What follows belongs to an exercise in optimizing a design on an open flow for small area, a short achievable clock period and few clock cycles per item; a production flow would make more cautious choices. In this exercise RTL edits were held to simulation tests only and were not proved equivalent to the original. No activity file was given, so power comes from the tool's default toggle rates.

== run 1 ==
// range_scan_object_segmenter_core
module range_scan_object_segmenter_core (
   input  wire logic        clock,
   input  wire logic        reset,
   input  wire logic        req_tvalid,
   output logic             req_tready,
   input  wire logic [23:0] req_tdata,    
   input  wire logic        req_tuser,    
   input  wire logic        req_tlast,    
   output logic             rsp_tvalid,
   input  wire logic        rsp_tready,
   output logic [71:0]      rsp_tdata,
   output logic [1:0]       rsp_tuser,    
   output logic             rsp_tlast,    
   input  wire logic        csr_we,
   input  wire logic [1:0]  csr_index,
   input  wire logic [15:0] csr_wdata
);
clock: 8.0 ns
lec_check: 0
abc_area: 1
cap_margin: 20
core_margin: 2
core_utilization: 50
setup_slack_margin: 5
slew_margin: 20
synth_memory_max_bits: 8192
tns_end_percent: 100
run.sh (not shown) runs the stock make flow with config.mk's settings and CLKGATE_MAP_FILE= SYNTH_SCRIPT=/design/flow/synth_recipe.tcl, a recipe that flattens the netlist after the stock synthesis.
Testbench counts of run 1, summed over its fixed seeds: cycles 26,174, words 24,000.
The following lists how run 2 was set up differently from run 1:
Settings: changing CORE_UTILIZATION from 50 to 40; removing ABC_AREA (formerly 1).
==> comparison <==
From run 1 to run 2 the numbers moved as follows: met1 wire length decreased by 1.5 mm relative to the old numbers, met3 wirelength from detailed routing decreased by 12% relative to the old numbers, area of the core region increased by 13,000 um2 relative to the old numbers, count of inverters other than clock inverters in the layout decreased by 257 relative to the old numbers, number of antenna diodes decreased by 1 relative to the old numbers.
Input changes introduced in run 3 (baseline for comparison: run 2):
Settings: an added ABC_AREA of 1; a change of CORE_UTILIZATION from 40 to 45.
==> notes.md <==
Mux share of post-synthesis cell area: run 3 < run 2. Delta (run 3 minus run 2): hold slack lower, depth of the worst register-to-register path lower, met3 track demand over resource higher, count of multi-input gates higher, fraction of the cycle the final worst path needs lower.
The inputs of run 4 differ from those of run 3 as listed below.
Settings: a change of CORE_UTILIZATION from 45 to 35.
[summary]
- Run 4: no failed stages, no open violations at the end
- Comparing run 3 and run 4, the higher average detailed-routed wire length per instance was measured on run 3.
- Re pin count of the biggest net entering global routing: run 4 is 14 up on run 3.
- Tap cell instance count: run 4 higher than run 3
- Run 4 against run 3: remaining max-slew budget at the tightest pin down 7.2 points, power per cell area down about 1.1%.


## PW
Starting RTL as in the previous note.
make LEC_CHECK=0 ABC_AREA=1 CAP_MARGIN=20 CORE_MARGIN=2 CORE_UTILIZATION=40 SETUP_SLACK_MARGIN=4.5 SLEW_MARGIN=20 SYNTH_MEMORY_MAX_BITS=8192 TNS_END_PERCENT=100 finish   # period 8.0 ns
Testbench counts of PW, summed over its fixed seeds: cycles 26,174, words 24,000.
Inputs modified between PW and MS:
- a change of SETUP_SLACK_MARGIN from 4.5 to 5
[summary]
- MS: worst-case setup slack after placement 0.079 ns below PW
- On MS: register-to-register slack is 0.49 ns higher than what PW gave.
- Compared with PW, MS shows clock-buffer cell count higher by 4.5%.
- On post-CTS clock slew at the launch and capture registers of the worst setup and hold paths, PW tracks MS almost exactly.
- Delta (MS minus PW): non-clock buffer count increased by 42 relative to the old numbers, design area increased by about 3% relative to the old numbers, fraction of cell area in non-clock buffers increased by 1.1 points relative to the old numbers.
- The timing startpoint of the critical path comes out u_arc[3] in one run and u_arc[2] in the other, namely in MS and PW respectively.


range_scan_object_segmenter_core, a different RTL version from the one above (not shown whole).
Size: roughly 330 flip-flops, about 130 I/O pins, about 23000 um2 of cells after synthesis.
export LEC_CHECK = 0
export ABC_CLOCK_PERIOD_IN_PS = 4000
export CAP_MARGIN = 20
export CORE_MARGIN = 2
export CORE_UTILIZATION = 40
export SETUP_SLACK_MARGIN = 4
export SLEW_MARGIN = 20
export SYNTH_MEMORY_MAX_BITS = 8192
export TNS_END_PERCENT = 100
create_clock -name core_clock -period 8.0 [get_ports {clock}]
Testbench counts at the start, summed over its fixed seeds: cycles 26,308, words 24,000.
Change:
ABC_CLOCK_PERIOD_IN_PS = unset   (was 4000)
SETUP_SLACK_MARGIN = unset   (was 4)
TNS_END_PERCENT = unset   (was 100)
Worst setup slack got worse by 670 ps.
Utilization falls by 6.4 points.
Sequential cell count stays the same.

port drivers added, routing unchanged:
Ports are ideal in the flow. The routed layouts listed here were re-timed in OpenROAD. Step 1 (the two cells are an assumption about what drives the block):
set clk [get_ports {clock}]
set_driving_cell -lib_cell sky130_fd_sc_hd__clkbuf_16 $clk
set_driving_cell -lib_cell sky130_fd_sc_hd__buf_2 [delete_from_list [all_inputs] $clk]
Step 2 adds t to the input delays and takes it off the output delays; t is the mean of the earliest and latest rising clock arrival at the registers after step 1. Input paths then give back, and output paths get back, about the clock's delay inside the block. a / b / c = no drivers / after step 1 / after step 2; a / b = the first two.
run	t (ns)	setup WS [ns]	worst hold slack (ns)	worst register clock-pin slew, ns
run 1	0.648	4.912 / 4.912 / 4.588	0.452 / 0.452 / 0.452	0.08 / 0.08
run 2	0.641	4.516 / 4.516 / 4.516	0.458 / 0.458 / 0.458	0.07 / 0.07
run 3	0.659	4.996 / 4.975 / 4.541	0.450 / 0.450 / 0.450	0.07 / 0.07
run 4	0.665	5.026 / 4.986 / 4.460	0.454 / 0.454 / 0.454	0.07 / 0.07
PW	0.666	4.542 / 4.542 / 4.468	0.454 / 0.454 / 0.454	0.07 / 0.07
MS	0.666	5.033 / 4.989 / 4.500	0.450 / 0.450 / 0.450	0.07 / 0.07
the first run of note 3	0.619	1.188 / 1.193 / 0.574	0.454 / 0.454 / 0.454	0.08 / 0.08
the second run of note 3	0.625	0.523 / 0.556 / -0.070	0.446 / 0.446 / 0.446	0.06 / 0.06
With both steps, setup timing fails in the second run of note 3, where it was met with ideal ports. For the first run of note 3, which loses most, drivers alone change the setup slack by +0.005 ns; drivers and shift together by -0.614 ns.
